Background: an optimization exercise with open tools, aiming at small area. Do not read the settings as production practice. In this exercise RTL edits were held to simulation tests only and were not proved equivalent to the original. No driver is modelled on the clock port, so clocking that relies on it looks cheaper here than on a real chip. Power is estimated from default activity; no workload was simulated.

==> job 4190 <==
==> flow/design.v <==
package msrv32_integer_file_pkg;
  localparam int XLEN = 32;
  localparam int REG_COUNT = 32;
  localparam int ADDR_W = 5;
  typedef logic [XLEN-1:0] xlen_t;
endpackage
module msrv32_integer_file #(
  parameter int XLEN = msrv32_integer_file_pkg::XLEN,
  parameter int REG_COUNT = msrv32_integer_file_pkg::REG_COUNT,
  parameter int ADDR_W = msrv32_integer_file_pkg::ADDR_W
) (
  input  logic              ms_riscv32_mp_clk_in,
  input  logic              ms_riscv32_mp_rst_in,
  input  logic [ADDR_W-1:0] rs_1_addr_in,
  input  logic [ADDR_W-1:0] rs_2_addr_in,
  input  logic [ADDR_W-1:0] rd_addr_in,
  input  logic              wr_en_in,
  input  logic [XLEN-1:0]   rd_in,
  output logic [XLEN-1:0]   rs_1_out,
  output logic [XLEN-1:0]   rs_2_out
);
  localparam int N = REG_COUNT - 1;   
  logic [N-1:0][XLEN-1:0] data_q, data_d;
  logic [N-1:0] valid_q;
  logic phase_q;
  logic [XLEN-1:0] wdata;
  logic [N-1:0] we_d, hold_d;
  logic [N-1:0] sel_1, sel_2;
  logic [XLEN-1:0] mux_1, mux_2;
  always_comb begin
    for (int j = 0; j < N; j++) begin
      we_d[j] = wr_en_in && rd_addr_in == ADDR_W'(j + 1);
      hold_d[j] = !we_d[j];
    end
  end
  always_ff @(posedge ms_riscv32_mp_clk_in or negedge ms_riscv32_mp_rst_in) begin
    if (!ms_riscv32_mp_rst_in)
      valid_q <= '0;
    else
      valid_q <= valid_q | we_d;
  end
  always_ff @(posedge ms_riscv32_mp_clk_in or negedge ms_riscv32_mp_rst_in) begin
    if (!ms_riscv32_mp_rst_in)
      phase_q <= 1'b0;
    else
      phase_q <= !phase_q;
  end
  assign wdata = rd_in ^ {XLEN{phase_q}};
  msrv32_integer_file_load #(.N(N), .XLEN(XLEN)) u_load (
    .q(data_q), .w(wdata), .hold(hold_d), .we(we_d), .d(data_d)
  );
  always_ff @(posedge ms_riscv32_mp_clk_in) data_q <= data_d;
  always_comb begin
    for (int j = 0; j < N; j++) begin
      sel_1[j] = ms_riscv32_mp_rst_in && (valid_q[j] || we_d[j]) && rs_1_addr_in == ADDR_W'(j + 1);
      sel_2[j] = ms_riscv32_mp_rst_in && (valid_q[j] || we_d[j]) && rs_2_addr_in == ADDR_W'(j + 1);
    end
  end
  msrv32_integer_file_rdmux #(.N(N), .XLEN(XLEN)) u_rd_1 (
    .d(data_d), .sel(sel_1), .y(mux_1)
  );
  msrv32_integer_file_rdmux #(.N(N), .XLEN(XLEN)) u_rd_2 (
    .d(data_d), .sel(sel_2), .y(mux_2)
  );
  assign rs_1_out = mux_1 ^ {XLEN{!phase_q && |sel_1}};
  assign rs_2_out = mux_2 ^ {XLEN{!phase_q && |sel_2}};
endmodule
module msrv32_integer_file_load #(
  parameter int N = 31,
  parameter int XLEN = 32
) (
  input  logic [N-1:0][XLEN-1:0] q,
  input  logic [XLEN-1:0]        w,
  input  logic [N-1:0]           hold,
  input  logic [N-1:0]           we,
  output logic [N-1:0][XLEN-1:0] d
);
  always_comb
    for (int j = 0; j < N; j++) d[j] = ~((q[j] | {XLEN{we[j]}}) & (w | {XLEN{hold[j]}}));
endmodule
module msrv32_integer_file_rdmux #(
  parameter int N = 31,
  parameter int XLEN = 32
) (
  input  logic [N-1:0][XLEN-1:0] d,
  input  logic [N-1:0]           sel,
  output logic [XLEN-1:0]        y
);
  localparam int G = N / 3;
  logic [G-1:0][XLEN-1:0] yn;
  for (genvar g = 0; g < G; g++) begin : g_grp
    for (genvar b = 0; b < XLEN; b++) begin : g_bit
      msrv32_integer_file_aoi3 u_aoi (
        .d({d[3*g+2][b], d[3*g+1][b], d[3*g][b]}),
        .s(sel[3*g+2:3*g]),
        .yn(yn[g][b])
      );
    end
  end
  always_comb begin
    y = '0;
    for (int g = 0; g < G; g++) y = y | ~yn[g];
    for (int j = 3 * G; j < N; j++) y = y | ({XLEN{sel[j]}} & d[j]);
  end
endmodule
module msrv32_integer_file_aoi3 (
  input  logic [2:0] d,
  input  logic [2:0] s,
  output logic       yn
);
  assign yn = ~|(d & s);
endmodule
==> flow/flow/run.sh <==
#!/bin/bash
# Own layout flow: the standard ORFS flow (standard.sh, unchanged synthesis)
# with these changes to how the layout is built:
#  - after floorplan, every combinational cell other than a buffer or an
#    inverter is set to the smallest size of its kind (downsize.tcl); the
#    repair_design and repair_timing steps that follow upsize what needs it
#  - the port buffers that global placement inserts are buf_1 cells
#  - clock tree synthesis uses clkbuf_8 leaf buffers for clusters of up to
#    14 sinks and clkbuf_4 cells above them, without dummy loads
#  - after CTS, clock leaf buffers whose sinks see a slow clock edge are
#    upsized, cells with timing slack are sized down (repair_timing
#    -recover_power), and placement is legalised again (post_cts.tcl)
# Each tool's full output stays in orfs/logs/ (one log per step); what make
# prints goes to flow.log.
set -euo pipefail
here=$(cd "$(dirname "$0")" && pwd)
export BUFFER_PORTS_ARGS="-buffer_cell sky130_fd_sc_hd__buf_1"
export CTS_ARGS="-sink_clustering_enable -repair_clock_nets -dont_use_dummy_load -buf_list sky130_fd_sc_hd__clkbuf_4 -sink_clustering_buffer sky130_fd_sc_hd__clkbuf_8 -sink_clustering_size 14 -sink_clustering_max_diameter 80"
export POST_FLOORPLAN_TCL="$here/downsize.tcl"
export POST_CTS_TCL="$here/post_cts.tcl"
bash standard.sh > flow.log 2>&1
==> flow/flow/downsize.tcl <==
# size every combinational cell down to the smallest cell of its family, then
# let repair_design / repair_timing fix what that breaks
proc my_downsize {} {
  set lib [lindex [get_libs *] 0]
  set n 0
  foreach inst [get_cells *] {
    set ref [get_property $inst ref_name]
    if {![regexp {^sky130_fd_sc_hd__([a-z0-9]+)_([0-9]+)$} $ref -> base sz]} continue
    if {[regexp {^(df|sdf|edf|dl|clk|tap|fill|decap|conb|diode|dly|sedf|buf|inv)} $base]} continue
    set best ""; set barea 1e9
    foreach c [get_lib_cells */sky130_fd_sc_hd__${base}_*] {
      set cn [get_property $c name]
      if {![regexp "^sky130_fd_sc_hd__${base}_\[0-9\]+\$" $cn]} continue
      if {[get_property $c dont_use]} continue
      set a [get_property $c area]
      if {$a < $barea} {set barea $a; set best $c}
    }
    if {$best ne "" && [get_property $best name] ne $ref} {
      replace_cell $inst $best
      incr n
    }
  }
  puts "downsized $n cells"
}
my_downsize
==> flow/flow/post_cts.tcl <==
log_cmd estimate_parasitics -placement
set_propagated_clock [all_clocks]
set fixed 0
foreach pass {1 2} {
  set drivers {}
  foreach p [get_pins -hierarchical */CLK] {
    if {[get_property $p slew_max] > 0.100} {
      set d [get_cells -of_objects [get_pins -of_objects [get_nets -of_objects $p] -filter "direction==output"]]
      lappend drivers [get_full_name $d]
    }
  }
  foreach d [lsort -unique $drivers] {
    set ref [get_property [get_cells $d] ref_name]
    set next ""
    if {$ref eq "sky130_fd_sc_hd__clkbuf_4"} {set next sky130_fd_sc_hd__clkbuf_8}
    if {$ref eq "sky130_fd_sc_hd__clkbuf_8"} {set next sky130_fd_sc_hd__clkbuf_16}
    if {$next ne ""} {
      replace_cell [get_cells $d] [get_lib_cells */$next]
      incr fixed
    }
  }
  estimate_parasitics -placement
}
puts "upsized $fixed clock buffers"
log_cmd repair_timing -recover_power 100 -setup_margin $::env(SETUP_SLACK_MARGIN)
log_cmd detailed_placement
check_placement -verbose
set worst 0
foreach p [get_pins -hierarchical */CLK] {
  set s [get_property $p slew_max]
  if {$s > $worst} {set worst $s}
}
puts "worst flip-flop clock pin slew (placement parasitics): $worst"
report_design_area
==> flow/standard.sh <==
#!/bin/bash
# synth_recipe.tcl (not shown) runs the flow's synth.tcl, then flattens the netlist and writes it again
# the make line also repeats each setting of config.mk as NAME=value (left out here)
make -C /OpenROAD-flow-scripts/flow DESIGN_CONFIG=/design/flow/config.mk WORK_HOME=/design/flow/orfs CLKGATE_MAP_FILE= SYNTH_SCRIPT=/design/flow/synth_recipe.tcl "${@:-finish}"
==> flow/config.mk <==
export PLATFORM = sky130hd
export DESIGN_NAME = msrv32_integer_file
export DESIGN_NICKNAME = msrv32_integer_file
export VERILOG_FILES = /design/flow/design.v
export SDC_FILE = /design/flow/constraint.sdc
export NUM_CORES = 4
export LEC_CHECK = 0
export CAP_MARGIN = 20
export CORE_MARGIN = 2
export CORE_UTILIZATION = 55
export PLACE_DENSITY = 0.65
export SETUP_SLACK_MARGIN = 0.3
export SLEW_MARGIN = 20
export SYNTH_HIERARCHICAL = 1
export SYNTH_MINIMUM_KEEP_SIZE = 0
==> flow/constraint.sdc <==
create_clock -name core_clock -period 8.0 [get_ports {ms_riscv32_mp_clk_in}]
set_input_delay 1.6000 -clock core_clock [delete_from_list [all_inputs] [get_ports {ms_riscv32_mp_clk_in}]]
set_output_delay 1.6000 -clock core_clock [all_outputs]
set_load 0.01 [all_outputs]
==> job 2481 (differences from job 4190) <==
==> flow/run.sh (new file) <==
#!/bin/bash
# synth_recipe.tcl (not shown) runs the flow's synth.tcl, then flattens the netlist and writes it again
# the make line also repeats each setting of config.mk as NAME=value (left out here)
make -C /OpenROAD-flow-scripts/flow DESIGN_CONFIG=/design/flow/config.mk WORK_HOME=/design/flow/orfs CLKGATE_MAP_FILE= SYNTH_SCRIPT=/design/flow/synth_recipe.tcl finish
CTS_BUF_LIST = sky130_fd_sc_hd__clkbuf_8   (was unset)
CTS_CLUSTER_DIAMETER = 60   (was unset)
CTS_CLUSTER_SIZE = 14   (was unset)
removed: flow/flow/run.sh
removed: flow/flow/downsize.tcl
removed: flow/flow/post_cts.tcl
removed: flow/standard.sh
==> comparison table <==
WL/cell: job 4190 38.50 um; job 2481 38.84 um
Via count of the first global-routing pass: job 4190 37,850; job 2481 38,520
Worst Setup Slack post-DPL: job 4190 1.014 ns; job 2481 0.5244 ns
Total Nets Final: job 4190 3,760; job 2481 3,796
CTS clk-pin slew, worst paths: job 4190 0.08 ns; job 2481 0.09 ns
Inst Count DP: job 4190 4,578; job 2481 4,611
Status: job 4190 complete, no violations; job 2481 complete, no violations
Area taken by multi-input logic gates: job 4190 17,170 sq um; job 2481 17,870 sq um
Critical Path AT: job 4190 5.96 ns; job 2481 6.12 ns
Pre-Repair DR Iteration Count: job 4190 21; job 2481 22
Initial drt markers: job 4190 9,075; job 2481 10,270
Multi-input gate share of total cell area: job 4190 0.4060; job 2481 0.3993
Switching Fraction: job 4190 0.3094; job 2481 0.3112
Half-perimeter wire length after detailed placement: job 4190 107,200 um; job 2481 110,000 um
Reported leakage power: job 4190 16.19 nW; job 2481 17.10 nW
Power share of the sequential group: job 4190 0.582; job 2481 0.554
Clk Latency, worst-skew pair: job 4190 0.99 ns; job 2481 0.78 ns
Hold Path End: job 4190 data_q[104]$_DFF_P_; job 2481 data_q[830]$_DFF_P_
Met3 routed WL: job 4190 27,320 um; job 2481 30,240 um

what the ideal ports hide:
No port has a modelled driver above. Below, the same layouts with a new extraction and two added sets of constraints. Step 1, drivers: a clkbuf_16 drives ms_riscv32_mp_clk_in and a buf_2 each remaining input, both assumed. Step 2 also shifts input and output timing later by t, the mid clock arrival at the registers, as if the neighbouring blocks saw the same clock. Slacks: ideal / step 1 / step 2; pairs: ideal / step 1.
| run | t (ns) | setup WS [ns] | latest minus earliest clock arrival (ns) |
|---|---|---|---|
| job 4190 | 0.987 | 0.441 / 0.420 / 0.420 | 0.123 / 0.123 |
| job 2481 | 0.820 | 0.280 / 0.241 / 0.241 | 0.052 / 0.052 |
After both steps setup and hold are still met in every run listed. For job 2481, which loses most, drivers alone change the setup slack by -0.039 ns; drivers and shift together by -0.039 ns.
